Context: an optimization exercise on an open-source flow, tuned for small area, a short achievable clock period and few clock cycles. The choices shown serve that exercise and are no tape-out recipe. Only simulation tests tie the RTL to the original design; equivalence was not proved. Power and IR drop assume default switching activity.

==> flow/run.sh <==
#!/bin/bash
# synth_recipe.tcl (not shown) runs the flow's synth.tcl, then flattens the netlist and writes it again
# the make line also repeats each setting of config.mk as NAME=value (left out here)
make -C /OpenROAD-flow-scripts/flow DESIGN_CONFIG=/design/flow/config.mk WORK_HOME=/design/flow/orfs CLKGATE_MAP_FILE= SYNTH_SCRIPT=/design/flow/synth_recipe.tcl finish
==> flow/config.mk <==
export PLATFORM = sky130hd
export DESIGN_NAME = kruskal_minimum_spanning_tree
export DESIGN_NICKNAME = kruskal_minimum_spanning_tree
export VERILOG_FILES = /design/flow/design.v
export SDC_FILE = /design/flow/constraint.sdc
export NUM_CORES = 4
export LEC_CHECK = 0
export CAP_MARGIN = 20
export CORE_MARGIN = 2
export CORE_UTILIZATION = 40
export CTS_BUF_LIST = sky130_fd_sc_hd__clkbuf_4 sky130_fd_sc_hd__clkbuf_8
export CTS_CLUSTER_SIZE = 20
export SETUP_SLACK_MARGIN = 3.6
export SLEW_MARGIN = 20
==> flow/constraint.sdc <==
create_clock -name core_clock -period 7.0 [get_ports {clk_i}]
set_input_delay 1.4000 -clock core_clock [delete_from_list [all_inputs] [get_ports {clk_i}]]
set_output_delay 1.4000 -clock core_clock [all_outputs]
set_load 0.01 [all_outputs]
==> flow/design.v <==
package kmst_pkg;
  localparam int MaxNodes     = 32;
  localparam int MaxEdges     = 64;
  localparam int WeightBits   = 16;
  localparam int TotalW       = 21;
  localparam int CfgW         = 6;
  localparam int NodeCountRst = 32;
  localparam int DataW        = 32;
  localparam int AddrW        = 3;
  localparam logic RegNodeCount = 1'b0;
endpackage
module kmst_edge_mem #(
  parameter int MAX_NODES   = kmst_pkg::MaxNodes,
  parameter int MAX_EDGES   = kmst_pkg::MaxEdges,
  parameter int WEIGHT_BITS = kmst_pkg::WeightBits,
  localparam int NodeW = $clog2(MAX_NODES),
  localparam int EdW   = 2 * NodeW + WEIGHT_BITS
) (
  input  logic           clk_i,
  input  logic           rst_ni,
  input  logic           ins_i,       
  input  logic           seal_i,      
  input  logic [EdW-1:0] wdata_i,
  input  logic           pop_i,       
  input  logic [WEIGHT_BITS-1:0] nxw_i,   
  output logic [EdW-1:0] head_o
);
  localparam int N = MAX_EDGES;
  logic [EdW-1:0] data_q [N];
  logic [N-1:0]   valid_q, new_q;
  logic [N-1:0]   gt_q, gtc;         
  logic [N:0]     st;                
  logic           gtw;
  logic [N-1:0]   s_nx, s_pv, s_nw, s_kp;    
  logic signed [WEIGHT_BITS-1:0] dw;
  logic signed [WEIGHT_BITS-1:0] ew [N];
  assign dw = wdata_i[WEIGHT_BITS-1:0];
  for (genvar i = 0; i < N; i++) begin : g_cmp
    assign ew[i] = data_q[i][WEIGHT_BITS-1:0];
    kmst_sgt #(.W(WEIGHT_BITS)) u_gt (.a_i(ew[i]), .b_i(nxw_i), .gt_o(gtc[i]));
  end
  kmst_sgt #(.W(WEIGHT_BITS)) u_gtw (.a_i(dw), .b_i(nxw_i), .gt_o(gtw));
  always_comb begin
    for (int i = 0; i < N; i++) begin
      st[i] = valid_q[i] && (!new_q[i] || !gt_q[i]);
    end
    st[N] = 1'b0;
    for (int i = 0; i < N; i++) begin
      s_nx[i] = pop_i && (!ins_i || st[i+1]);
      s_nw[i] = ins_i && (pop_i ? (st[i] && !st[i+1])
                                : (!st[i] && ((i == 0) || st[(i + N - 1) % N])));
      s_pv[i] = ins_i && !pop_i && (i != 0) && !st[i] && !st[(i + N - 1) % N];
      s_kp[i] = !(s_nx[i] || s_nw[i] || s_pv[i]);
    end
  end
  always_ff @(posedge clk_i or negedge rst_ni) begin
    if (!rst_ni) begin
      valid_q <= '0;
    end else begin
      for (int i = 0; i < N; i++) begin
        valid_q[i] <= (s_kp[i] && valid_q[i]) || s_nw[i] ||
                      (s_nx[i] && (i != N - 1) && valid_q[(i + 1) % N]) ||
                      (s_pv[i] && valid_q[(i + N - 1) % N]);
      end
    end
  end
  always_ff @(posedge clk_i) begin
    for (int i = 0; i < N; i++) begin
      data_q[i] <= ({EdW{s_kp[i]}} & data_q[i]) |
                   ({EdW{s_nx[i]}} & data_q[(i + 1) % N]) |
                   ({EdW{s_pv[i]}} & data_q[(i + N - 1) % N]) |
                   ({EdW{s_nw[i]}} & wdata_i);
      new_q[i]  <= ((s_kp[i] && new_q[i]) || s_nw[i] ||
                    (s_nx[i] && new_q[(i + 1) % N]) ||
                    (s_pv[i] && new_q[(i + N - 1) % N])) && !seal_i;
      gt_q[i]   <= (s_kp[i] && gtc[i]) || (s_nw[i] && gtw) ||
                   (s_nx[i] && gtc[(i + 1) % N]) ||
                   (s_pv[i] && gtc[(i + N - 1) % N]);
    end
  end
  assign head_o = data_q[0];
endmodule
module kmst_sgt #(
  parameter int W = 16
) (
  input  logic [W-1:0] a_i,
  input  logic [W-1:0] b_i,
  output logic         gt_o
);
  localparam int L = $clog2(W);
  logic [W-1:0] ua, ub;
  logic [W-1:0] g [L+1];
  logic [W-1:0] s [L+1];
  assign ua = {~a_i[W-1], a_i[W-2:0]};
  assign ub = {~b_i[W-1], b_i[W-2:0]};
  assign g[0] = ua & ~ub;
  assign s[0] = ~ua & ub;
  for (genvar l = 0; l < L; l++) begin : g_lvl
    for (genvar j = 0; j < (W >> (l + 1)); j++) begin : g_node
      assign g[l+1][j] = g[l][2*j+1] | (!s[l][2*j+1] & g[l][2*j]);
      assign s[l+1][j] = s[l][2*j+1] | (!g[l][2*j+1] & s[l][2*j]);
    end
    if ((W >> (l + 1)) < W) begin : g_pad
      assign g[l+1][W-1:(W >> (l + 1))] = '0;
      assign s[l+1][W-1:(W >> (l + 1))] = '0;
    end
  end
  assign gt_o = g[L][0];
endmodule
module kmst_uf_mem #(
  parameter int MAX_NODES = kmst_pkg::MaxNodes,
  localparam int NodeW = $clog2(MAX_NODES)
) (
  input  logic             clk_i,
  input  logic             clear_i,    
  input  logic             fresh_i,    
  input  logic [NodeW-1:0] a_i,
  input  logic [NodeW-1:0] b_i,
  output logic [NodeW-1:0] la_o,
  output logic [NodeW-1:0] lb_o,
  input  logic             join_i,
  input  logic [NodeW-1:0] ja_i,
  input  logic [NodeW-1:0] jb_i
);
  logic [NodeW-1:0] lab_q [MAX_NODES];
  logic [NodeW-1:0] ra, rb;
  assign ra = lab_q[a_i];
  assign rb = lab_q[b_i];
  always_comb begin
    if (fresh_i) begin
      la_o = a_i;
      lb_o = b_i;
    end else begin
      la_o = (join_i && (ra == jb_i)) ? ja_i : ra;
      lb_o = (join_i && (rb == jb_i)) ? ja_i : rb;
    end
  end
  always_ff @(posedge clk_i) begin
    for (int i = 0; i < MAX_NODES; i++) begin
      logic upd, kp;
      upd = join_i && !clear_i && (lab_q[i] == jb_i);
      kp  = !clear_i && !upd;
      lab_q[i] <= ({NodeW{kp}} & lab_q[i]) | ({NodeW{upd}} & ja_i) |
                  ({NodeW{clear_i}} & NodeW'(i));
    end
  end
endmodule
module kruskal_minimum_spanning_tree #(
  parameter int MAX_NODES   = kmst_pkg::MaxNodes,
  parameter int MAX_EDGES   = kmst_pkg::MaxEdges,
  parameter int WEIGHT_BITS = kmst_pkg::WeightBits,
  localparam int NodeW = $clog2(MAX_NODES),
  localparam int CntW  = $clog2(MAX_EDGES + 1),
  localparam int EdW   = 2 * NodeW + WEIGHT_BITS
) (
  input  logic                                 clk_i,
  input  logic                                 rst_ni,
  input  logic                                 psel,
  input  logic                                 penable,
  input  logic                                 pwrite,
  input  logic [kmst_pkg::AddrW-1:0]           paddr,
  input  logic [kmst_pkg::DataW-1:0]           pwdata,
  output logic [kmst_pkg::DataW-1:0]           prdata,
  output logic                                 pready,
  input  logic                                 in_valid_i,
  output logic                                 in_stall_o,
  input  logic [NodeW-1:0]                     first_node_i,
  input  logic [NodeW-1:0]                     second_node_i,
  input  logic signed [WEIGHT_BITS-1:0]        weight_i,
  input  logic                                 last_edge_i,
  output logic                                 out_valid_o,
  input  logic                                 out_stall_i,
  output logic [NodeW-1:0]                     tree_first_node_o,
  output logic [NodeW-1:0]                     tree_second_node_o,
  output logic signed [kmst_pkg::TotalW-1:0]   total_weight_o,
  output logic                                 is_total_o,
  output logic                                 overflow_o,
  output logic                                 last_o
);
  localparam int GqD  = 3;              
  localparam int GMax = GqD + 1;
  localparam int GcW  = $clog2(GMax + 1);
  logic [kmst_pkg::CfgW-1:0] node_count_q;
  logic [kmst_pkg::CfgW-1:0] prdata_q;
  logic [NodeW:0]            n_eff;
  logic                   ir_ins_q, ir_last_q, ir_drop_q;
  logic [CntW-1:0]        ir_cnt_q;
  logic [EdW-1:0]         ir_data_q;
  logic                   stall_q;
  logic [CntW-1:0]        load_cnt_q;      
  logic                   load_drop_q;
  logic [CntW-1:0]        old_q;           
  logic [CntW-1:0]        ring_q;          
  logic [GcW-1:0]         gcnt_q;          
  logic [CntW-1:0]        gq_cnt_q  [GqD];
  logic                   gq_drop_q [GqD];
  logic [GqD-1:0]         gq_v_q;
  logic                   act_q, act_drop_q;
  logic [CntW-1:0]        rem_q;
  logic                   p1_edge_q, p1_first_q, p1_last_q, p1_mark_q, p1_drop_q;
  logic [NodeW-1:0]       p1_u_q, p1_v_q;
  logic signed [WEIGHT_BITS-1:0] p1_w_q;
  logic                   p2_edge_q, p2_last_q, p2_mark_q, p2_drop_q;
  logic [NodeW-1:0]       p2_u_q, p2_v_q, p2_la_q, p2_lb_q;
  logic signed [WEIGHT_BITS-1:0] p2_w_q;
  logic                   init_q, first_q;
  logic                   pend_q, pend_drop_q;    
  logic signed [kmst_pkg::TotalW-1:0] total_q;
  logic                   out_valid_q, out_total_q, out_ovf_q;
  logic [NodeW-1:0]       out_u_q, out_v_q;
  logic signed [kmst_pkg::TotalW-1:0] out_sum_q;
  assign pready = 1'b1;
  assign prdata = kmst_pkg::DataW'(prdata_q);
  always_ff @(posedge clk_i or negedge rst_ni) begin
    if (!rst_ni) begin
      node_count_q <= kmst_pkg::CfgW'(kmst_pkg::NodeCountRst);
    end else if (psel && penable && pwrite && (paddr[2] == kmst_pkg::RegNodeCount)) begin
      node_count_q <= pwdata[kmst_pkg::CfgW-1:0];
    end
  end
  always_ff @(posedge clk_i) begin
    prdata_q <= (paddr[2] == kmst_pkg::RegNodeCount) ? node_count_q : '0;
  end
  assign n_eff = (node_count_q > kmst_pkg::CfgW'(MAX_NODES)) ?
                 (NodeW + 1)'(MAX_NODES) : (NodeW + 1)'(node_count_q);
  logic acc, acc_last, edge_ok;
  logic [CntW-1:0] cnt_inc;
  assign in_stall_o = stall_q;
  assign acc      = in_valid_i && !stall_q;
  assign acc_last = acc && last_edge_i;
  assign edge_ok  = ((NodeW + 1)'(first_node_i) < n_eff) &&
                    ((NodeW + 1)'(second_node_i) < n_eff) &&
                    (load_cnt_q != CntW'(MAX_EDGES));
  assign cnt_inc  = load_cnt_q + CntW'(edge_ok);
  logic adv, go, pop, last, mark, free, ins;
  assign adv  = !out_valid_q || !out_stall_i;
  assign go   = adv && !pend_q;
  assign pop  = go && act_q && (rem_q != '0);
  assign last = pop && (rem_q == CntW'(1));
  assign mark = go && act_q && (rem_q == '0);
  assign free = !act_q || mark || last;        
  assign ins  = acc && edge_ok;
  logic [CntW-1:0] base, old_s;
  logic [GcW-1:0]  g_s;
  logic            fin, old_nz_d, full_d, gfull_d;
  assign base  = ring_q + CntW'(ir_ins_q);
  assign old_s = old_q + (ir_last_q ? ir_cnt_q : '0);
  assign g_s   = gcnt_q + GcW'(ir_last_q);
  assign fin   = mark || last;
  assign full_d   = acc ? (pop ? (base >= CntW'(MAX_EDGES)) : (base >= CntW'(MAX_EDGES - 1)))
                        : (!pop && (base >= CntW'(MAX_EDGES)));
  assign old_nz_d = acc_last || (pop ? (old_s >= CntW'(2)) : (old_s != '0));
  assign gfull_d  = acc_last ? (fin ? (g_s >= GcW'(GMax)) : (g_s >= GcW'(GMax - 1)))
                             : (!fin && (g_s >= GcW'(GMax)));
  always_ff @(posedge clk_i or negedge rst_ni) begin
    if (!rst_ni) begin
      stall_q     <= 1'b0;
      load_cnt_q  <= '0;
      load_drop_q <= 1'b0;
      old_q       <= '0;
      ring_q      <= '0;
      gcnt_q      <= '0;
      ir_ins_q    <= 1'b0;
      ir_last_q   <= 1'b0;
    end else begin
      ring_q  <= pop ? base - CntW'(1) : base;
      old_q   <= pop ? old_s - CntW'(1) : old_s;
      gcnt_q  <= fin ? g_s - GcW'(1) : g_s;
      stall_q <= (old_nz_d && full_d) || gfull_d;
      if (acc) begin
        load_cnt_q  <= last_edge_i ? '0 : cnt_inc;
        load_drop_q <= last_edge_i ? 1'b0 : (load_drop_q || !edge_ok);
      end
      ir_ins_q  <= ins;
      ir_last_q <= acc_last;
    end
  end
  always_ff @(posedge clk_i) begin
    if (acc) begin
      ir_data_q <= {first_node_i, second_node_i, weight_i};
      ir_cnt_q  <= cnt_inc;
      ir_drop_q <= load_drop_q || !edge_ok;
    end
  end
  logic [EdW-1:0] head;
  kmst_edge_mem #(
    .MAX_NODES  (MAX_NODES),
    .MAX_EDGES  (MAX_EDGES),
    .WEIGHT_BITS(WEIGHT_BITS)
  ) u_edge_mem (
    .clk_i  (clk_i),
    .rst_ni (rst_ni),
    .ins_i  (ir_ins_q),
    .seal_i (ir_last_q),
    .wdata_i(ir_data_q),
    .pop_i  (pop),
    .nxw_i  (weight_i),
    .head_o (head)
  );
  logic take_q0, push;
  assign take_q0 = free && gq_v_q[0];
  assign push    = ir_last_q && !(free && !gq_v_q[0]);
  always_ff @(posedge clk_i or negedge rst_ni) begin
    if (!rst_ni) begin
      gq_v_q <= '0;
      act_q  <= 1'b0;
      rem_q  <= '0;
    end else begin
      if (free) begin
        act_q <= gq_v_q[0] || ir_last_q;
        rem_q <= gq_v_q[0] ? gq_cnt_q[0] : ir_cnt_q;
      end else if (pop) begin
        rem_q <= rem_q - CntW'(1);
      end
      for (int i = 0; i < GqD; i++) begin
        if (take_q0) begin
          gq_v_q[i] <= ((i < GqD - 1) && gq_v_q[(i + 1) % GqD]) || (push && gq_v_q[i]);
        end else if (push) begin
          gq_v_q[i] <= (i == 0) || gq_v_q[(i + GqD - 1) % GqD];
        end
      end
    end
  end
  always_ff @(posedge clk_i) begin
    if (free) begin
      act_drop_q <= gq_v_q[0] ? gq_drop_q[0] : ir_drop_q;
    end
    for (int i = 0; i < GqD; i++) begin
      if (take_q0 && (i < GqD - 1) && gq_v_q[(i + 1) % GqD]) begin
        gq_cnt_q[i]  <= gq_cnt_q[(i + 1) % GqD];
        gq_drop_q[i] <= gq_drop_q[(i + 1) % GqD];
      end else if (push && (take_q0 ? gq_v_q[i] : (!gq_v_q[i] && ((i == 0) || gq_v_q[(i + GqD - 1) % GqD])))) begin
        gq_cnt_q[i]  <= ir_cnt_q;
        gq_drop_q[i] <= ir_drop_q;
      end
    end
  end
  logic diff, p2_join, e_out, t_out, clr;
  logic [NodeW-1:0] la, lb;
  assign diff    = (p2_la_q != p2_lb_q);
  assign p2_join = adv && !pend_q && p2_edge_q;
  assign e_out   = !pend_q && p2_edge_q && diff;
  assign t_out   = !pend_q && (p2_mark_q || (p2_edge_q && p2_last_q && !diff));
  assign clr     = init_q || (adv && (pend_q || t_out));
  kmst_uf_mem #(
    .MAX_NODES(MAX_NODES)
  ) u_uf_mem (
    .clk_i  (clk_i),
    .clear_i(clr),
    .fresh_i(p1_first_q),
    .a_i    (p1_u_q),
    .b_i    (p1_v_q),
    .la_o   (la),
    .lb_o   (lb),
    .join_i (p2_join),
    .ja_i   (p2_la_q),
    .jb_i   (p2_lb_q)
  );
  always_ff @(posedge clk_i or negedge rst_ni) begin
    if (!rst_ni) begin
      init_q      <= 1'b1;
      first_q     <= 1'b0;
      p1_edge_q   <= 1'b0;
      p1_mark_q   <= 1'b0;
      p2_edge_q   <= 1'b0;
      p2_mark_q   <= 1'b0;
      pend_q      <= 1'b0;
      out_valid_q <= 1'b0;
    end else begin
      init_q <= 1'b0;
      if (free) begin
        first_q <= 1'b1;
      end else if (pop) begin
        first_q <= 1'b0;
      end
      if (go) begin
        p1_edge_q <= pop;
        p1_mark_q <= mark;
        p2_edge_q <= p1_edge_q;
        p2_mark_q <= p1_mark_q;
      end
      if (adv) begin
        pend_q      <= !pend_q && p2_edge_q && p2_last_q && diff;
        out_valid_q <= pend_q || e_out || t_out;
      end
    end
  end
  always_ff @(posedge clk_i) begin
    if (pop) begin
      {p1_u_q, p1_v_q, p1_w_q} <= head;
      p1_first_q <= first_q;
    end
    if (go) begin
      p1_last_q <= last;
      p2_last_q <= p1_last_q;
      p2_drop_q <= p1_drop_q;
      p2_u_q    <= p1_u_q;
      p2_v_q    <= p1_v_q;
      p2_w_q    <= p1_w_q;
      p2_la_q   <= la;
      p2_lb_q   <= lb;
    end
    if (last || mark) begin
      p1_drop_q <= act_drop_q;
    end
    if (adv && !pend_q) begin
      pend_drop_q <= p2_drop_q;
    end
    if (clr) begin
      total_q <= '0;
    end else if (p2_join && diff) begin
      total_q <= total_q + kmst_pkg::TotalW'(p2_w_q);
    end
    if (adv) begin
      out_total_q <= pend_q || t_out;
      out_ovf_q   <= pend_q ? pend_drop_q : (t_out && p2_drop_q);
      out_u_q     <= e_out ? p2_u_q : '0;
      out_v_q     <= e_out ? p2_v_q : '0;
      out_sum_q   <= (pend_q || t_out) ? total_q : '0;
    end
  end
  assign out_valid_o        = out_valid_q;
  assign tree_first_node_o  = out_u_q;
  assign tree_second_node_o = out_v_q;
  assign total_weight_o     = out_sum_q;
  assign is_total_o         = out_total_q;
  assign overflow_o         = out_ovf_q;
  assign last_o             = out_total_q;
endmodule
==> results of run 1 <==
-- cells in the final DEF, fill, tap and decap left out, drive strengths merged, types with 34 or more instances in the layout --
cell,netlist,layout
o31ai,69,69
o221ai,49,49
nor3,235,235
dfrtp,115,115
a21oi,642,642
xor2,99,99
mux2,46,46
dlygate4sd2,0,37
nor2,464,464
clkinv,3,50
clkbuf,1091,673
a22oi,116,116
nand2b,89,89
nor2b,120,120
edfxtp,160,160
a221oi,178,178
mux2i,54,54
o21ai,529,529
a22o,58,58
and2,110,111
a222oi,1695,1695
o22ai,92,92
a21boi,34,34
ha,50,50
o21a,61,62
nand2,4126,4128
inv,307,328
nand3,175,175
o211ai,52,52
dfxtp,1979,1979
nor4,41,43
xnor2,126,126
maj3,215,215
buf,258,755
a31oi,73,73
-- how the worst max path moves through the flow --
stage | slack [ns] | to | start
2_1_floorplan | 3.06 | u_edge_mem.gt_q[53] | weight_i[2]
3_3_place_gp | 1.33 | u_edge_mem.data_q[4][0] | out_stall_i
3_5_place_dp | 1.35 | u_edge_mem.gt_q[52] | weight_i[0]
4_1_cts | 3.46 | p2_lb_q[0] | p1_v_q[1]
5_1_grt | 3.28 | p2_lb_q[4] | p1_v_q[4]
6_report | 3.34 | p2_lb_q[1] | p1_v_q[3]
-- worst max-delay path, cell delays in order, from the launching register on --
cell	delay, ns
edfxtp_1	0.43
buf_12	0.18
buf_4	0.15
buf_4	0.16
and3b_2	0.20
buf_4	0.17
a32oi_1	0.42
o221ai_1	0.23
o32a_1	0.47
xor2_1	0.20
nor4_4	0.27
buf_4	0.19
mux2i_2	0.24
o21ai_1	0.07
-- power by group --
part / total, mW / switching [mW] / internal (mW)
Sequential: 19.9 / 3.87 / 16.1
Combinational: 23.0 / 15.2 / 7.81
Clock: 13.3 / 5.99 / 7.31
Total: 56.2 / 25.0 / 31.2
-- cell type report --
type | count | area, um^2 | area share, %
Clock buffer | 654 | 7960 | 5.92
Multi-Input combinational cell | 10100 | 63700 | 47.3
Inverter | 310 | 1390 | 1.03
Timing Repair Buffer | 843 | 8690 | 6.46
Antenna cell | 8 | 20.0 | 0.0149
Clock inverter | 67 | 566 | 0.420
Tap cell | 3762 | 4710 | 3.50
Timing Repair inverter | 9 | 131 | 0.0977
Sequential cell | 2256 | 47400 | 35.2
-- per-stage QoR --
stage	instance area, um^2	setup WS (ns)
floorplan	115000	3.06
global placement	119000	1.33
detailed placement	119000	1.35
CTS	131000	3.46
global route	135000	3.28
finish	135000	3.34
-- kinds of logic after synthesis --
kind of cell,count (synthesis)
and+or+nand+nor,5498
AOI/OAI and AO/OA,3985
DFF,2256
buffers and inverters,1659
adders and majority gates,267
xor gates and xnor gates,225
muxes,100
other,2
-- metal layers --
| metal | GRT usage [%] | vias to the layer above | share of wire, % |
|---|---|---|---|
| met2 | 46.4 | 8119 | 43 |
| met1 | 42.4 | 57300 | 40 |
| met4 | 14.8 | 6 | 5.3 |
| li1 | - | 52800 | - |
| met3 | 7.00 | 1340 | 13 |
| met5 | 0 | - | 0.0087 |
-- timing repair --
item	CTS	global route
cloned	20	35
hold endpoints to repair	0	0
hold buffers	0	0
buffers inserted	111	174
pin swaps	53	173
gates resized for setup	408	379
endpoints found under the setup margin	2117	914
-- registers in the layout, summed over array words and instances, names as in the netlist, 16 cells and up --
name                cells
ir_data_q              26
u_edge_mem.valid_q     64
out_sum_q              21
p2_w_q                 16
total_q                21
u_uf_mem.lab_q        160
u_edge_mem.new_q       64
u_edge_mem.data_q    1664
p1_w_q                 16
u_edge_mem.gt_q        64
gq_cnt_q               21
==> impl_metrics.toml, run 1 <==
[sta]
timing.slew.headroom_pct = 15.9
hold-worst-slack_ns = 0.264
max_freq_mhz = 273
slew_viol_final = 0
hold_viol = 0
clock_skew_ns = 0.127
finalCritPeriodShare_pct = 52.3
period_minus_slack_ns = 3.66
worstMarginPinSlew_ns = 1.26
grt_setup_unrepaired = "true"
setup_viol = 0
tns_ns = 0

[synth]
synth-compound-area-share_pct = 27.8
ys.warnings.count = 13
synth_most_common_cell = "nand2_1"
synth_fa_ha_area_share_pct = 2.50
synthArstFlopShare_pct = 5.19
syn_inst = 14000
synth_top_family_by_area = "compound AO/OA/AOI/OAI gates"
synth-seq-area-share_pct = 41.3
synth_area_per_cell_um2 = 8.20
yosys-top-cells-area = "dfxtp_1 (35%), a222oi_1 (15%), nand2_1 (14%)"
syn_area_um2 = 115000
muxShareOfSynthArea_pct = 0.923
synth_top_flop_cell = "dfxtp_1"
yosys.cell_types.count = 104
synth_seq_cells = 2256
synth-xor-area-share_pct = 1.72
synth_top_area_cell = "dfxtp_1"
synth_enable_flop_cells = 160
synthTopCellsByCount = "nand2_1 (4126), dfxtp_1 (1979), a222oi_1 (1695), clkbuf_1 (1091), a21oi_1 (639)"
synth_simple_gate_area_share_pct = 20.0
synth_top_area_share_pct = 34.5

[final_layout]
utilization_pct = 47.2
n_fill_cell = 27500
area_delta_synth_final_pct = 17.3
drive_above_1_share_pct = 15.1
fin_cells = 18000
num-nets-final = 14100

[setup_path]
cp.arrival_ns = 4.53
r2r_slack_ns = 3.34
rr_startpoint = "p1_v_q[3]"
reg2reg_depth = 13
required_ns = 7.86
worstSetupPathType = "flip-flop to flip-flop"
start_kind = "flip-flop"
critPathMaxFanout = 6
timing.rr.end = "p2_lb_q[1]"
crit_path_end_kind = "flip-flop"

[global_route]
grt_usage_pct = 31.1
grt_pass1_wl_um = 715000
grt_max_degree = 74
grt_pass1_vias = 109000
overflow = 0
antenna_found_initial = 10

[clock_network]
htree_num_levels = 5
cts.root.buffer_cell = "clkbuf_8"
clkTransAtPathRegs_ns = 0.07
max-clock-path-buffers = 4
cts-buffers-inserted = 399
clock_sinks = 2256
clk_latency_ns = 1.13
cts_tree = "done"

[drt]
dr.pass1.iters = 15
vias = 120000
drc = 0
antenna_left = 0
wirelength_um = 493000
wire_per_inst_um = 27.4
drtIter0Drc = 26300
via_per_inst = 6.63

[power_and_ir_drop]
p_leak_nw = 54.6
total_power_mw = 56.2
power.density_nw_per_um2 = 418
vdd_drop_max_v = 0.000257

[placed_design]
dpl.hpwl_um = 314000
port_buffers = 82
dp.cells = 17000
gp_congestion = 0.992

[die]
die_w_um = 539
die_h_um = 539
dieArea_um2 = 291000
ios = 138
start_util_pct = 40.2
core_um2 = 285000
rows = 196

[job]
cap_violations = 0

[min_path]
hold_class = "input pin to async pin"

[status]
status = "timing/DRC/antenna clean"
Testbench counts, summed over its fixed seeds: cycles 5,175.
==> run 2: changes to the inputs <==
--- a/flow/config.mk
+++ b/flow/config.mk
@@ -7,6 +7,8 @@
 export LEC_CHECK = 0
 export CAP_MARGIN = 20
+export CELL_PAD_IN_SITES_DETAIL_PLACEMENT = 1
+export CELL_PAD_IN_SITES_GLOBAL_PLACEMENT = 2
 export CORE_MARGIN = 2
-export CORE_UTILIZATION = 40
+export CORE_UTILIZATION = 35
 export CTS_BUF_LIST = sky130_fd_sc_hd__clkbuf_4 sky130_fd_sc_hd__clkbuf_8
 export CTS_CLUSTER_SIZE = 20
==> run 2 against run 1 <==
Still clean. Worst hold slack gained 0.056 ns. Combinational power grew 7%. Power grew 5.2%. Final area grew 1.8%. Synthesized area is the same. Clock power grew 8%. Die area grew 14%. Critical path type is now input pin to flip-flop.
==> impl_metrics.toml, run 2 <==
[global_route]
use_met1_pct = 46.1
use_met2_pct = 53.1
overflow = 0
grt_util_met3_pct = 5.01
grt_max_degree = 74
grt_usage_pct = 33.9
grt-busiest-layer = "met2"
grt_pass1_vias = 122000
grt_pass1_wl_um = 854000
antenna_found_initial = 23

[sta]
period_minus_slack_ns = 3.57
slew_viol_final = 0
tns_ns = 0
timing.slew.headroom_pct = 21.4
grt_setup_unrepaired = "true"
setup_viol = 0
max_freq_mhz = 280
clock_skew_ns = 0.0654
finalCritPeriodShare_pct = 51.0
hold_viol = 0
worstMarginPinSlew_ns = 1.18

[placed_design]
port_buffers = 82
gp_congestion = 0.914
dp.cells = 17500
place_area_um2 = 120000
dpl.hpwl_um = 392000

[synth]
yosys.cell_types.count = 104
synth_enable_flop_cells = 160
syn_inst = 14000
synth_seq_cells = 2256
synth_area_per_cell_um2 = 8.20
yosys-top-cells-area = "dfxtp_1 (35%), a222oi_1 (15%), nand2_1 (14%)"
synth-seq-area-share_pct = 41.3
synthTopCellsByCount = "nand2_1 (4126), dfxtp_1 (1979), a222oi_1 (1695), clkbuf_1 (1091), a21oi_1 (639)"
synth_top_area_cell = "dfxtp_1"
synth_top_area_share_pct = 34.5
synth_top_flop_cell = "dfxtp_1"
syn_area_um2 = 115000
ys.warnings.count = 13
synthArstFlopShare_pct = 5.19
synth_most_common_cell = "nand2_1"

[drt]
drtIter0Drc = 21800
antenna_left = 0
vias = 122000
via_per_inst = 6.55
drc = 0
dr.pass1.iters = 13
wire_per_inst_um = 32.2
wirelength_um = 603000

[status]
status = "timing/DRC/antenna clean"

[final_layout]
fin_cells = 18700
mostFrequentLayoutCells = "nand2_1 (4117), dfxtp_1 (1979), a222oi_1 (1695), clkbuf_8 (547), a21oi_1 (546)"
num-nets-final = 14100
drive_above_1_share_pct = 15.7
regMostFlops = "u_edge_mem.data_q"
largest_register_ff_count = 1664
area_delta_synth_final_pct = 19.4
final_cell_area_um2 = 137000
top_regs = "u_edge_mem.data_q: 1664 flops, u_uf_mem.lab_q: 160 flops"
final_common_cell = "nand2_1"

[clock_network]
ctsHoldBuffers = 0
max-clock-path-buffers = 4
clk_latency_ns = 1.16
clkTransAtPathRegs_ns = 0.06
htree_num_levels = 5
cts.root.buffer_cell = "clkbuf_8"
cts-buffers-inserted = 430
cts_tree = "done"
clock_sinks = 2256

[die]
ios = 138
die_w_um = 576
dieArea_um2 = 332000
core_um2 = 327000
die_h_um = 576
rows = 210
start_util_pct = 35.1

[setup_path]
crit_top_cell = "maj3_2"
start_kind = "input pin"
required_ns = 8.04
crit_path_end_kind = "flip-flop"
crit_chain = "buf_16 -> nor2_4 -> buf_12 -> buf_12 -> buf_8 -> a222oi_1 -> a221oi_1 -> o22ai_1 -> a2bb2oi_2 -> a2111oi_2 -> a311oi_1 -> maj3_2 -> maj3_2 -> maj3_2 -> a221o_1"
critPathMaxFanout = 5
slowest_stage = "maj3_2"
worstSetupPathType = "input pin to flip-flop"
cp.arrival_ns = 4.61
max_stage_delay_ns = 0.37

[job]
cap_violations = 0

[min_path]
hold_class = "input pin to async pin"

[power_and_ir_drop]
total_power_mw = 59.1
vdd_drop_max_v = 0.000257
p_leak_nw = 55.4
power.density_nw_per_um2 = 432
==> run 2: cell counts after synthesis <==
Identical to the previous run, type by type.
==> run 2: path summary, 6_finish.rpt <==
path,from,to,slack (ns),cells past startpoint
max,weight_i[0],u_edge_mem.gt_q[53],3.43,15
min,rst_ni,stall_q,0.32,1
max reg2reg,p1_v_q[2],p2_lb_q[4],3.47,15
min reg2reg,p1_w_q[1],p2_w_q[1],0.42,0
max in group asynchronous,rst_ni,u_edge_mem.valid_q[63],5.63,2
min in group core_clock,p1_w_q[1],p2_w_q[1],0.42,0
==> run 2: critical path, delay by kind of cell <==
kind | cells | cell delay [ns]
fa+ha+maj | 3 | 1.02
compound gates | 7 | 1.53
simple gates | 1 | 0.09
buf+inv | 4 | 0.53
==> run 2: stage by stage <==
stage | utilization (%) | setup WS [ns] | hold slack, ns
5_1_grt | 41.9 | 3.38 | 0.341
4_1_cts | 40.9 | 3.50 | 0.263
3_3_place_gp | 36.8 | 1.44 | 0.407
6_report | 41.9 | 3.43 | 0.320
2_1_floorplan | - | 3.06 | 0.400
3_5_place_dp | 36.8 | 1.43 | 0.406
==> run 2: cell families after synthesis <==
group,count (synthesis),share of synthesized area [%]
simple gates,5498,20.0
buf+inv,1659,5.75
fa+ha+maj,267,2.50
other cells,2,0.00655
compound gates,3985,27.8
mux,100,0.923
xor+xnor,225,1.72
flops,2256,41.3
==> run 2: repair_timing <==
| item | in CTS | in global routing |
|---|---|---|
| gates cloned | 34 | 26 |
| setup buffers | 130 | 156 |
| setup endpoints to repair | 2133 | 723 |
| resized for setup | 467 | 298 |
| pin swaps | 70 | 143 |
==> run 2: layout make-up <==
class,count,area (um^2)
Tap cell,4346,5440
Clock buffer,751,9040
Clock inverter,38,330
Multi-Input combinational cell,10100,63800
Antenna cell,13,32.5
Sequential cell,2256,47400
Fill cell,37700,190000
Timing Repair inverter,5,51.3
Timing Repair Buffer,868,9530
Inverter,310,1360
==> run 2: per-layer routing <==
| layer | vias up | routed length (um) |
|---|---|---|
| met5 | - | 69 |
| met4 | 10 | 30600 |
| met3 | 1233 | 50400 |
| met2 | 5917 | 266000 |
| met1 | 62400 | 255000 |
| li1 | 52900 | - |
==> run 2: power breakdown <==
| group | internal (mW) | total [mW] | leakage (nW) | switching (mW) |
|---|---|---|---|---|
| Sequential | 16.1 | 20.2 | 19.2 | 4.11 |
| Clock | 8.12 | 14.4 | 5.02 | 6.32 |
| Combinational | 8.05 | 24.5 | 31.2 | 16.5 |
==> run 3: changes to the inputs <==
--- a/flow/design.v
+++ b/flow/design.v
@@ -123,6 +123,12 @@
   input  logic [NodeW-1:0] jb_i
 );
-  logic [NodeW-1:0] lab_q [MAX_NODES];
-  logic [NodeW-1:0] ra, rb;
+  logic [NodeW-1:0]     lab_q [MAX_NODES];
+  logic [NodeW-1:0]     ra, rb;
+  logic [MAX_NODES-1:0] upd;        
+  always_comb begin
+    for (int i = 0; i < MAX_NODES; i++) begin
+      upd[i] = join_i && (lab_q[i] == jb_i);
+    end
+  end
   assign ra = lab_q[a_i];
   assign rb = lab_q[b_i];
@@ -132,14 +138,14 @@
       lb_o = b_i;
     end else begin
-      la_o = (join_i && (ra == jb_i)) ? ja_i : ra;
-      lb_o = (join_i && (rb == jb_i)) ? ja_i : rb;
+      la_o = upd[a_i] ? ja_i : ra;
+      lb_o = upd[b_i] ? ja_i : rb;
     end
   end
   always_ff @(posedge clk_i) begin
     for (int i = 0; i < MAX_NODES; i++) begin
-      logic upd, kp;
-      upd = join_i && !clear_i && (lab_q[i] == jb_i);
-      kp  = !clear_i && !upd;
-      lab_q[i] <= ({NodeW{kp}} & lab_q[i]) | ({NodeW{upd}} & ja_i) |
+      logic u, kp;
+      u  = upd[i] && !clear_i;
+      kp = !clear_i && !upd[i];
+      lab_q[i] <= ({NodeW{kp}} & lab_q[i]) | ({NodeW{u}} & ja_i) |
                   ({NodeW{clear_i}} & NodeW'(i));
     end
@@ -208,6 +214,6 @@
   logic signed [kmst_pkg::TotalW-1:0] total_q;
   logic                   out_valid_q, out_total_q, out_ovf_q;
-  logic [NodeW-1:0]       out_u_q, out_v_q;
   logic signed [kmst_pkg::TotalW-1:0] out_sum_q;
+  logic [NodeW-1:0]       out_u_q, out_v_q;
   assign pready = 1'b1;
   assign prdata = kmst_pkg::DataW'(prdata_q);
@@ -235,8 +241,9 @@
   logic adv, go, pop, last, mark, free, ins;
   assign adv  = !out_valid_q || !out_stall_i;
+  logic popok_q, one_q, mk_q;
   assign go   = adv && !pend_q;
-  assign pop  = go && act_q && (rem_q != '0);
-  assign last = pop && (rem_q == CntW'(1));
-  assign mark = go && act_q && (rem_q == '0);
+  assign pop  = adv && popok_q;
+  assign last = pop && one_q;
+  assign mark = go && mk_q;
   assign free = !act_q || mark || last;        
   assign ins  = acc && edge_ok;
@@ -301,16 +308,30 @@
   assign take_q0 = free && gq_v_q[0];
   assign push    = ir_last_q && !(free && !gq_v_q[0]);
+  logic            act_n, pend_n;
+  logic [CntW-1:0] rem_n;
+  always_comb begin
+    act_n = act_q;
+    rem_n = rem_q;
+    if (free) begin
+      act_n = gq_v_q[0] || ir_last_q;
+      rem_n = gq_v_q[0] ? gq_cnt_q[0] : ir_cnt_q;
+    end else if (pop) begin
+      rem_n = rem_q - CntW'(1);
+    end
+  end
   always_ff @(posedge clk_i or negedge rst_ni) begin
     if (!rst_ni) begin
-      gq_v_q <= '0;
-      act_q  <= 1'b0;
-      rem_q  <= '0;
+      gq_v_q  <= '0;
+      act_q   <= 1'b0;
+      rem_q   <= '0;
+      popok_q <= 1'b0;
+      one_q   <= 1'b0;
+      mk_q    <= 1'b0;
     end else begin
-      if (free) begin
-        act_q <= gq_v_q[0] || ir_last_q;
-        rem_q <= gq_v_q[0] ? gq_cnt_q[0] : ir_cnt_q;
-      end else if (pop) begin
-        rem_q <= rem_q - CntW'(1);
-      end
+      act_q   <= act_n;
+      rem_q   <= rem_n;
+      popok_q <= act_n && (rem_n != '0) && !pend_n;
+      one_q   <= (rem_n == CntW'(1));
+      mk_q    <= act_n && (rem_n == '0);
       for (int i = 0; i < GqD; i++) begin
         if (take_q0) begin
@@ -343,4 +364,5 @@
   assign t_out   = !pend_q && (p2_mark_q || (p2_edge_q && p2_last_q && !diff));
   assign clr     = init_q || (adv && (pend_q || t_out));
+  assign pend_n  = adv ? (!pend_q && p2_edge_q && p2_last_q && diff) : pend_q;
   kmst_uf_mem #(
     .MAX_NODES(MAX_NODES)
@@ -381,5 +403,5 @@
       end
       if (adv) begin
-        pend_q      <= !pend_q && p2_edge_q && p2_last_q && diff;
+        pend_q      <= pend_n;
         out_valid_q <= pend_q || e_out || t_out;
       end
--- a/flow/config.mk
+++ b/flow/config.mk
@@ -10,7 +10,7 @@
 export CELL_PAD_IN_SITES_GLOBAL_PLACEMENT = 2
 export CORE_MARGIN = 2
-export CORE_UTILIZATION = 35
+export CORE_UTILIZATION = 40
 export CTS_BUF_LIST = sky130_fd_sc_hd__clkbuf_4 sky130_fd_sc_hd__clkbuf_8
 export CTS_CLUSTER_SIZE = 20
-export SETUP_SLACK_MARGIN = 3.6
+export SETUP_SLACK_MARGIN = 3.75
 export SLEW_MARGIN = 20
==> run 3 against run 2 <==
Register-to-register slack got worse by 0.08 ns. Synthesized cell count rose by 0.80%. Flip-flop and latch count rose by 3. Clock skew rose by 0.020 ns. Via count fell by 0.23%.
==> impl_metrics.toml, run 3 <==
[setup_path]
slowest_stage = "o41ai_4"
cp.arrival_ns = 4.60
r2r_slack_ns = 3.39
crit_chain = "buf_6 -> inv_16 -> maj3_2 -> o221a_1 -> o211ai_1 -> a31oi_2 -> o41ai_4 -> a311oi_4 -> buf_4 -> buf_8 -> a41o_4 -> buf_12 -> a221oi_4 -> o211ai_1"
worstSetupPathType = "input pin to flip-flop"
crit_top_cell = "o211ai_1"
max_stage_delay_ns = 0.38
timing.rr.end = "u_edge_mem.gt_q[61]"
crit_path_end_kind = "flip-flop"
start_kind = "input pin"
reg2reg_depth = 11
required_ns = 7.98
rr_startpoint = "ir_data_q[8]"
critPathMaxFanout = 58

[global_route]
grt_pass1_wl_um = 829000
grt_pass1_vias = 122000
grt_max_degree = 85
grt_usage_pct = 36.8
antenna_found_initial = 18
overflow = 0

[final_layout]
area_delta_synth_final_pct = 15.6
num-nets-final = 14000
drive_above_1_share_pct = 13.8
mostFrequentLayoutCells = "nand2_1 (3953), dfxtp_1 (1979), a222oi_1 (1646), a21oi_1 (554), clkbuf_8 (510)"
final_common_cell = "nand2_1"
n_fill_cell = 33400
utilization_pct = 46.4
top_regs = "u_edge_mem.data_q: 1664 flops, u_uf_mem.lab_q: 160 flops"
largest_register_ff_count = 1664
regMostFlops = "u_edge_mem.data_q"

[die]
core_um2 = 288000
die_w_um = 542
rows = 197
dieArea_um2 = 294000
start_util_pct = 40.2
die_h_um = 542
ios = 138

[drt]
drtIter0Drc = 19400
vias = 122000
via_per_inst = 6.78
wirelength_um = 565000
drc = 0
antenna_left = 0
wire_per_inst_um = 31.3
dr.pass1.iters = 14

[sta]
setup_viol = 0
max_freq_mhz = 276
worstMarginPinSlew_ns = 1.13
slew_viol_final = 0
period_minus_slack_ns = 3.62
timing.slew.headroom_pct = 24.4
tns_ns = 0
hold_viol = 0
clock_skew_ns = 0.0858
grt_setup_unrepaired = "true"
finalCritPeriodShare_pct = 51.7

[power_and_ir_drop]
vdd_drop_max_v = 0.000523
switchingPower_mw = 23.1
p_int_mw = 30.2
p_leak_nw = 53.6
power.density_nw_per_um2 = 399
seqPwrFrac_pct = 38.0
combPwrFrac_pct = 36.0
switching_share_pct = 43.4
p_clk_share_pct = 26.0

[synth]
synth_most_common_cell = "nand2_1"
ys.warnings.count = 13
synth-seq-area-share_pct = 41.0
synthTopCellsByCount = "nand2_1 (3973), dfxtp_1 (1979), a222oi_1 (1646), clkbuf_1 (1187), a21oi_1 (645)"
synthArstFlopShare_pct = 5.31
yosys-top-cells-area = "dfxtp_1 (34%), a222oi_1 (14%), nand2_1 (13%)"
synth_top_area_cell = "dfxtp_1"
synth_top_flop_cell = "dfxtp_1"
syn_area_um2 = 116000
yosys.cell_types.count = 104
syn_inst = 14100
synth_area_per_cell_um2 = 8.20
synth_seq_cells = 2259
synth_enable_flop_cells = 160
synth_top_area_share_pct = 34.2

[clock_network]
clock_sinks = 2259
ctsHoldBuffers = 0
clkTransAtPathRegs_ns = 0.06
max-clock-path-buffers = 4
cts-buffers-inserted = 417
clk_latency_ns = 1.13
cts.root.buffer_cell = "clkbuf_8"
cts_tree = "done"
htree_num_levels = 5

[placed_design]
gp_congestion = 0.995
dpl.hpwl_um = 386000
port_buffers = 82

[job]
cap_violations = 0

[min_path]
hold_class = "input pin to async pin"

[status]
status = "timing/DRC/antenna clean"
-- run 3: cell types whose count changed in the layout (fill, tap and decap cells not counted), moves of 28 or more --
| cell | delta |
|---|---|
| o21ai_0 | -37 |
| nand2b_1 | +43 |
| a222oi_1 | -49 |
| buf_4 | -53 |
| nand2_1 | -164 |
| mux2i_1 | +136 |
| buf_12 | -44 |
| a22oi_1 | +46 |
| a221o_1 | +41 |
| clkbuf_4 | -44 |
| clkbuf_8 | -37 |
| nor2b_1 | +43 |
| nor2_1 | +55 |
| clkinv_2 | +28 |
-- run 3: per-layer routing --
layer | wire, um | GRT usage, % | vias up
li1 | - | - | 52900
met1 | 221000 | 45.4 | 61800
met2 | 262000 | 60.2 | 5926
met3 | 46500 | 6.57 | 1499
met4 | 35400 | 21.2 | 8
met5 | 49 | 0 | -
-- run 3: worst max path at each step --
stage / endpoint / start / slack, ns
floorplan: p2_lb_q[4] / out_stall_i / 3.22
global placement: p2_lb_q[4] / out_stall_i / 1.37
detailed placement: p2_lb_q[4] / out_stall_i / 1.34
CTS: u_edge_mem.gt_q[33] / ir_data_q[0] / 3.40
global route: u_edge_mem.gt_q[1] / ir_data_q[0] / 3.30
finish: u_edge_mem.gt_q[61] / weight_i[1] / 3.38
-- run 3: worst max-delay path, delay by kind of cell --
family                   cells  cell delay (ns)
buffers and inverters        5             0.76
AO/OA/AOI/OAI                8             1.98
adder cells (fa/ha/maj)      1             0.36
-- run 3: layout make-up --
type                       count  area, um^2  share of cell area [%]
tap                         3781        4730                    3.54
clock buffer                 674        8240                    6.17
timing repair buffer         681        6410                    4.79
inverter                     296        1240                   0.931
clock inverter                89         731                   0.546
timing repair inverter         1        11.3                 0.00842
multi-input combinational  10200       64900                    48.5
sequential                  2259       47400                    35.5
antenna                       12        30.0                  0.0225
-- run 3: kinds of logic after synthesis --
| kind of cell | count (synthesis) | synth area share [%] |
|---|---|---|
| multiplexers | 238 | 2.17 |
| XOR/XNOR | 210 | 1.59 |
| other | 2 | 0.00649 |
| AO/OA/AOI/OAI | 4020 | 27.7 |
| AND/OR/NAND/NOR | 5456 | 19.6 |
| buffers and inverters | 1653 | 5.54 |
| flip-flops | 2259 | 41.0 |
| adder cells (fa/ha/maj) | 266 | 2.43 |
-- run 3: repair_timing --
item,CTS,global route
gates cloned,16,2
setup endpoints to repair,1990,698
gates resized for setup,324,133
pin swaps,67,59
buffers inserted,112,70
-- run 3: stage by stage --
stage          area (um^2)  hold WS (ns)  total power [mW]  instances  setup slack, ns
6_report            134000         0.252              53.3      18000             3.38
5_1_grt             134000         0.221              55.7      18000             3.30
4_1_cts             132000         0.177              52.5      17900             3.40
3_5_place_dp        121000         0.407              37.6      17000             1.34
3_3_place_gp        121000         0.405              36.8      17000             1.37
2_1_floorplan       117000         0.400              30.1      14100             3.22
-- run 3: power groups by stage --
stage	sequential [mW]	clock, mW	combinational (mW)
6_report	20.2	13.9	19.2
5_1_grt	20.5	14.7	20.5
4_1_cts	20.0	14.1	18.4
3_5_place_dp	20.4	0	17.2
3_3_place_gp	20.2	0	16.5
2_1_floorplan	18.4	0	11.7
Testbench counts of run 3, summed over its fixed seeds: cycles 5,175.
==> run 4: changes to the inputs <==
--- a/flow/design.v
+++ b/flow/design.v
@@ -31,5 +31,6 @@
   logic [N-1:0]   gt_q, gtc;         
   logic [N:0]     st;                
-  logic           gtw;
+  logic           gtw, gtw_q;        
+  logic [N-1:0]   jf_q;              
   logic [N-1:0]   s_nx, s_pv, s_nw, s_kp;    
   logic signed [WEIGHT_BITS-1:0] dw;
@@ -43,5 +44,5 @@
   always_comb begin
     for (int i = 0; i < N; i++) begin
-      st[i] = valid_q[i] && (!new_q[i] || !gt_q[i]);
+      st[i] = valid_q[i] && (!new_q[i] || !(jf_q[i] ? gtw_q : gt_q[i]));
     end
     st[N] = 1'b0;
@@ -74,9 +75,13 @@
                     (s_nx[i] && new_q[(i + 1) % N]) ||
                     (s_pv[i] && new_q[(i + N - 1) % N])) && !seal_i;
-      gt_q[i]   <= (s_kp[i] && gtc[i]) || (s_nw[i] && gtw) ||
+      gt_q[i]   <= (s_kp[i] && gtc[i]) ||
                    (s_nx[i] && gtc[(i + 1) % N]) ||
                    (s_pv[i] && gtc[(i + N - 1) % N]);
+      jf_q[i]   <= s_nw[i];
     end
   end
+  always_ff @(posedge clk_i) begin
+    gtw_q <= gtw;
+  end
   assign head_o = data_q[0];
 endmodule
==> run 4 against run 3 <==
Still clean on timing, DRC and antenna. Maximum frequency grew 4.7%. Final cell count up 0.62%. Combinational power increased by 2%. Routed wire length increased by 3.1%. Register-to-register slack better by 0.32 ns. Via count increased by 0.69%. Non-clock buffer count increased by 39. First-iteration DRC count rose by 7.7%. Final area increased by 1.7%. Worst hold slack got worse by 0.051 ns. Critical path depth up 1. Count of clock-buffer cells in the layout up 13. Largest power group unchanged.
==> impl_metrics.toml, run 4 <==
[setup_path]
worstSetupPathType = "input pin to flip-flop"
r2r_slack_ns = 3.71
required_ns = 8.01
crit_chain = "buf_16 -> buf_12 -> buf_16 -> and2b_1 -> maj3_2 -> maj3_2 -> maj3_2 -> maj3_2 -> maj3_2 -> a221o_1 -> o2111ai_2 -> a31oi_1 -> nor2_2 -> buf_6 -> o221ai_2"
crit_path_end_kind = "flip-flop"
critPathMaxFanout = 6
reg2reg_depth = 11
timing.rr.end = "p2_lb_q[2]"
cp.arrival_ns = 4.47
slowest_stage = "a221o_1"
max_stage_delay_ns = 0.39
rr_startpoint = "p2_lb_q[0]"
start_kind = "input pin"
crit_top_cell = "maj3_2"

[status]
status = "timing/DRC/antenna clean"

[sta]
hold-worst-slack_ns = 0.201
period_minus_slack_ns = 3.46
hold_viol = 0
setup_viol = 0
grt_setup_unrepaired = "true"
finalCritPeriodShare_pct = 49.4
worstMarginPinSlew_ns = 1.12
clock_skew_ns = 0.0716
max_freq_mhz = 289
tns_ns = 0
timing.slew.headroom_pct = 25.0
slew_viol_final = 0
fin_ws_ns = 3.54

[die]
start_util_pct = 40.2
rows = 198
core_um2 = 291000
ios = 138
die_w_um = 544
dieArea_um2 = 296000
die_h_um = 544

[placed_design]
place_area_um2 = 122000
dp.cells = 17100
gp_congestion = 0.964
pre_cts_ws_ns = 1.48
port_buffers = 82
dpl.hpwl_um = 400000

[final_layout]
mostFrequentLayoutCells = "nand2_1 (3856), dfxtp_1 (2042), a222oi_1 (1706), clkbuf_8 (539), buf_4 (522)"
fin_cells = 18100
area_delta_synth_final_pct = 16.4
num-nets-final = 14000
drive_above_1_share_pct = 15.3
utilization_pct = 46.7
regMostFlops = "u_edge_mem.data_q"
n_fill_cell = 33600
final_common_cell = "nand2_1"
final_cell_area_um2 = 136000
largest_register_ff_count = 1664
top_regs = "u_edge_mem.data_q: 1664 flops, u_uf_mem.lab_q: 160 flops"

[drt]
dr.pass1.iters = 15
drc = 0
wirelength_um = 582000
drtIter0Drc = 20900
wire_per_inst_um = 32.1
vias = 123000
via_per_inst = 6.79
antenna_left = 0

[clock_network]
cts-buffers-inserted = 427
htree_num_levels = 5
cts.root.buffer_cell = "clkbuf_8"
cts_tree = "done"
clkTransAtPathRegs_ns = 0.06
clock_sinks = 2324
clk_latency_ns = 1.14
max-clock-path-buffers = 4

[synth]
synth-seq-area-share_pct = 41.7
syn_inst = 14000
syn_area_um2 = 117000
yosys-top-cells-area = "dfxtp_1 (35%), a222oi_1 (15%), nand2_1 (12%)"
ys.warnings.count = 13
synth_top_flop_cell = "dfxtp_1"
yosys.cell_types.count = 98
synth_area_per_cell_um2 = 8.32
synth_most_common_cell = "nand2_1"
synth_seq_cells = 2324
synth_top_area_cell = "dfxtp_1"
synthArstFlopShare_pct = 5.16
synthTopCellsByCount = "nand2_1 (3870), dfxtp_1 (2044), a222oi_1 (1706), clkbuf_1 (1136), a21oi_1 (600)"
synth_enable_flop_cells = 160
synth_top_area_share_pct = 35.0

[global_route]
grt_usage_pct = 37.6
grt_pass1_wl_um = 843000
grt_pass1_vias = 121000
overflow = 0
antenna_found_initial = 24
grt_max_degree = 57

[power_and_ir_drop]
p_leak_nw = 54.4
vdd_drop_max_v = 0.000219
total_power_mw = 54.9
power.density_nw_per_um2 = 404

[min_path]
hold_class = "input pin to async pin"

[job]
cap_violations = 0
## run 4: changes by cell type in the layout (fill, tap and decap cells not counted), sizes merged, moves of 42 or more
cell and delta:
inv +131, nand2 -103, dfxtp +65, nor3 -62, a222oi +60, a22oi -52, a221o -51, buf +46
mux2i +42
## run 4: cell type report
| cell class | count | area, um^2 | share of cell area, % |
|---|---|---|---|
| repair buffers | 720 | 6830 | 5.02 |
| inverters | 419 | 1820 | 1.34 |
| flip-flops and latches | 2324 | 48700 | 35.9 |
| well taps | 3900 | 4880 | 3.59 |
| diodes | 9 | 22.5 | 0.0166 |
| multi-input cells | 9982 | 64400 | 47.3 |
| repair inverters | 7 | 75.1 | 0.0552 |
| clock buffers | 687 | 8520 | 6.27 |
| clock inverters | 84 | 673 | 0.495 |
## run 4: metal layers
layer  up-vias  GRT usage [%]  routed length [um]
met3      1313           6.84               54700
met2      6543           57.3              254000
li1      52700              -                   -
met5         -              0                  55
met4         8           19.3               31500
met1     62400           50.5              242000
## run 4: critical path, delay by kind of cell
family / cells / cell delay [ns]
compound gates: 4 / 0.71
fa+ha+maj: 5 / 1.49
simple gates: 2 / 0.34
buf+inv: 4 / 0.50
## run 4: how the worst max path moves through the flow
| stage | startpoint | slack [ns] | to | depth (start not counted) |
|---|---|---|---|---|
| finish | weight_i[0] | 3.54 | u_edge_mem.gt_q[43] | 15 |
| global placement | weight_i[1] | 1.51 | u_edge_mem.gt_q[42] | 12 |
| floorplan | weight_i[0] | 3.03 | u_edge_mem.gt_q[34] | 13 |
| detailed placement | weight_i[1] | 1.48 | u_edge_mem.gt_q[42] | 12 |
| global route | weight_i[0] | 3.49 | u_edge_mem.gt_q[43] | 15 |
| CTS | weight_i[0] | 3.62 | u_edge_mem.gt_q[42] | 15 |
## run 4: kinds of logic after synthesis
family	after synthesis	share of synthesized area (%)
buf+inv	1763	5.91
compound gates	3968	27.2
flops	2324	41.7
mux	309	2.80
xor+xnor	209	1.57
fa+ha+maj	267	2.43
simple gates	5192	18.3
other cells	2	0.00643
## run 4: what timing repair did
action / in CTS / in global routing
buffers inserted: 105 / 99
gates resized for setup: 380 / 269
gates cloned: 19 / 2
hold endpoints to repair: 0 / 0
pin swaps: 86 / 147
hold buffers: 0 / 0
setup endpoints to repair: 2086 / 445
## run 4: where the power goes
| group | switching [mW] | internal, mW |
|---|---|---|
| registers | 4.49 | 16.5 |
| clock network | 6.35 | 7.89 |
| logic | 13.2 | 6.46 |
| total | 24.0 | 30.8 |
Testbench counts of run 4, summed over its fixed seeds: cycles 5,175.
==> run 5: changes to the inputs <==
--- a/flow/config.mk
+++ b/flow/config.mk
@@ -13,4 +13,4 @@
 export CTS_BUF_LIST = sky130_fd_sc_hd__clkbuf_4 sky130_fd_sc_hd__clkbuf_8
 export CTS_CLUSTER_SIZE = 20
-export SETUP_SLACK_MARGIN = 3.75
+export SETUP_SLACK_MARGIN = 4.0
 export SLEW_MARGIN = 20
==> run 5 against run 4 <==
Clock skew up 0.0028 ns. Worst hold slack gained 0.048 ns. Setup slack improved by 0.016 ns. Highest routed layer unchanged.
==> impl_metrics.toml, run 5 <==
[setup_path]
crit_buf_inv = 6
crit_path_end_kind = "flip-flop"
reg2reg_depth = 9
critPathMaxFanout = 6
slowest_stage = "a222oi_1"
start_kind = "input pin"
required_ns = 7.97
crit_chain = "buf_16 -> nor2_4 -> buf_6 -> buf_6 -> buf_6 -> buf_8 -> buf_16 -> a21o_1 -> a222oi_1 -> o221ai_1 -> o211ai_1 -> a21oi_2 -> maj3_2 -> maj3_2 -> o21a_1 -> a21oi_2 -> o221ai_2"
timing.rr.end = "p2_lb_q[2]"
worstSetupPathType = "input pin to flip-flop"
r2r_slack_ns = 3.67
max_stage_delay_ns = 0.36
crit_top_cell = "buf_6"
rr_startpoint = "p1_v_q[1]"
cp_top_family = "compound AO/OA/AOI/OAI gates"
cp.arrival_ns = 4.42

[drt]
route.met2.wl_um = 267000
antenna_left = 0
met1_length_um = 247000
wirelength_um = 605000
dr.pass1.iters = 15
wl_met3_um = 55700
highest_layer = "met5"
vias = 125000
drc = 0
via_per_inst = 6.83
wire_per_inst_um = 33.1
drtIter0Drc = 21400

[synth]
synth_most_common_cell = "nand2_1"
synth_top_area_cell = "dfxtp_1"
synth_seq_cells = 2324
synth_area_per_cell_um2 = 8.32
syn_inst = 14000
synth-seq-area-share_pct = 41.7
ys.warnings.count = 13
yosys-top-cells-area = "dfxtp_1 (35%), a222oi_1 (15%), nand2_1 (12%)"
synth_top_area_share_pct = 35.0
synthArstFlopShare_pct = 5.16
synth_top_flop_cell = "dfxtp_1"
synth_enable_flop_cells = 160
yosys.cell_types.count = 98
syn_area_um2 = 117000
synthTopCellsByCount = "nand2_1 (3870), dfxtp_1 (2044), a222oi_1 (1706), clkbuf_1 (1136), a21oi_1 (600)"

[sta]
clock_skew_ns = 0.0744
slew_viol_final = 0
tns_ns = 0
setup_viol = 0
max_freq_mhz = 291
hold_viol = 0
timing.slew.headroom_pct = 21.6
period_minus_slack_ns = 3.44
worstMarginPinSlew_ns = 1.18
grt_setup_unrepaired = "true"
finalCritPeriodShare_pct = 49.2

[clock_network]
max-clock-path-buffers = 4
clock_sinks = 2324
cts_tree = "done"
cts.root.buffer_cell = "clkbuf_8"
cts-buffers-inserted = 425
clk_latency_ns = 1.17
ctsHoldBuffers = 0
clkTransAtPathRegs_ns = 0.07
htree_num_levels = 5

[placed_design]
dpl.hpwl_um = 387000
port_buffers = 82
gp_congestion = 1.01

[status]
status = "timing/DRC/antenna clean"

[final_layout]
area_delta_synth_final_pct = 20.3
utilization_pct = 48.3
drive_above_1_share_pct = 17.9
regMostFlops = "u_edge_mem.data_q"
n_fill_cell = 33200
final_common_cell = "nand2_1"
regArea_um2 = 48700
top_regs = "u_edge_mem.data_q: 1664 flops, u_uf_mem.lab_q: 160 flops"
num-nets-final = 14100
mostFrequentLayoutCells = "nand2_1 (3847), dfxtp_1 (2040), a222oi_1 (1706), clkbuf_8 (543), buf_4 (518)"
multiInputGateArea_um2 = 66700
largest_register_ff_count = 1664

[global_route]
grt_pass1_wl_um = 868000
grt_usage_pct = 38.8
overflow = 0
grt_max_degree = 79
antenna_found_initial = 29
grt_pass1_vias = 124000

[die]
die_w_um = 544
rows = 198
start_util_pct = 40.2
core_um2 = 291000
dieArea_um2 = 296000
ios = 138
die_h_um = 544

[min_path]
hold_class = "input pin to async pin"

[job]
cap_violations = 0

[power_and_ir_drop]
vdd_drop_max_v = 0.000209
p_leak_nw = 56.1
power.density_nw_per_um2 = 405
-- run 5: changes by cell type in the layout (fill, tap and decap cells not counted), moves of 16 or more --
cell,change
a21oi_1,-21
a21oi_4,+33
a31oi_4,+20
and2_1,-18
buf_12,+41
buf_2,+28
buf_6,+42
nor3_4,+17
o21ai_4,+16
-- run 5: timing repair --
| action | in CTS | in global routing |
|---|---|---|
| pin swaps | 230 | 240 |
| buffers inserted | 259 | 93 |
| setup endpoints to repair | 2180 | 1579 |
| cloned | 70 | 14 |
| resized for setup | 836 | 321 |
-- run 5: through the flow --
stage	setup WS (ns)	hold WS, ns	total power, mW	cells	instance area, um^2
after detailed placement	1.37	0.407	38.7	17100	122000
after CTS	3.68	0.210	55.4	18200	138000
after global routing	3.56	0.232	59.2	18300	141000
after floorplan	3.03	0.400	31.7	14100	121000
after global placement	1.45	0.403	37.9	17100	122000
final	3.56	0.249	57.0	18300	141000
-- run 5: how the worst max path moves through the flow --
| stage | start | endpoint | slack, ns | depth (start not counted) |
|---|---|---|---|---|
| 6_report | weight_i[1] | u_edge_mem.gt_q[2] | 3.56 | 17 |
| 5_1_grt | weight_i[0] | u_edge_mem.gt_q[60] | 3.56 | 13 |
| 4_1_cts | weight_i[1] | u_edge_mem.gt_q[61] | 3.68 | 13 |
| 3_5_place_dp | out_stall_i | p2_lb_q[2] | 1.37 | 10 |
| 3_3_place_gp | out_stall_i | p2_lb_q[2] | 1.45 | 10 |
| 2_1_floorplan | weight_i[0] | u_edge_mem.gt_q[34] | 3.03 | 13 |
-- run 5: cell families after synthesis --
family	count (synthesis)	share of synthesized area (%)
other	2	0.00643
XOR/XNOR	209	1.57
multiplexers	309	2.80
AO/OA/AOI/OAI	3968	27.2
flip-flops	2324	41.7
AND/OR/NAND/NOR	5192	18.3
buffers and inverters	1763	5.91
adder cells (fa/ha/maj)	267	2.43
-- run 5: power breakdown --
part / total (mW) / internal (mW) / switching (mW)
clock: 14.5 / 8.03 / 6.44
combinational: 21.7 / 7.31 / 14.4
sequential: 20.8 / 16.5 / 4.27
total: 57.0 / 31.8 / 25.1
-- run 5: area by class of cell --
class / count / share of cell area (%)
clock buffer: 690 / 6.10
timing repair buffer: 830 / 6.26
sequential: 2324 / 34.7
multi-input combinational: 10000 / 47.5
inverter: 419 / 1.30
clock inverter: 100 / 0.586
timing repair inverter: 9 / 0.0890
antenna: 16 / 0.0285
tap: 3900 / 3.47
-- run 5: routing by layer --
layer	vias to the layer above	track usage, %
met2	6824	59.8
met4	10	22.0
met5	-	0
met1	63600	51.0
met3	1541	7.20
li1	53100	-

## re-timing with driven ports
How much do the figures lean on ideal ports? The routed layouts below were timed once more, with nothing changed but the port constraints. Step 1: set_driving_cell puts a clkbuf_16 on clk_i and a buf_2 on each other input, an assumption about the parent block. Step 2 moves the port delays by t, midway between the first and last clock arrival at a register: inputs arrive t later, outputs are due t later. That takes back most of the time a late clock gives input paths. Slacks: ideal ports / drivers / drivers and shift; pairs: ideal ports / drivers.
run | t (ns) | slack for setup (ns) | clock arrival spread, ns | worst register clock-pin slew, ns | worst data-port slew with drivers (ns)
run 1 | 1.167 | 3.337 / 3.337 / 2.291 | 0.135 / 0.135 | 0.08 / 0.08 | 0.37
run 2 | 1.233 | 3.431 / 3.295 / 2.062 | 0.085 / 0.086 | 0.08 / 0.08 | 0.36
run 3 | 1.205 | 3.379 / 3.387 / 2.254 | 0.088 / 0.088 | 0.07 / 0.07 | 0.12
run 4 | 1.208 | 3.543 / 3.469 / 2.261 | 0.092 / 0.092 | 0.07 / 0.07 | 0.40
run 5 | 1.233 | 3.558 / 3.506 / 2.273 | 0.088 / 0.088 | 0.07 / 0.07 | 0.52
After both steps setup and hold are still met in every run listed. For run 2, which loses most, drivers alone change the setup slack by -0.136 ns; drivers and shift together by -1.369 ns.
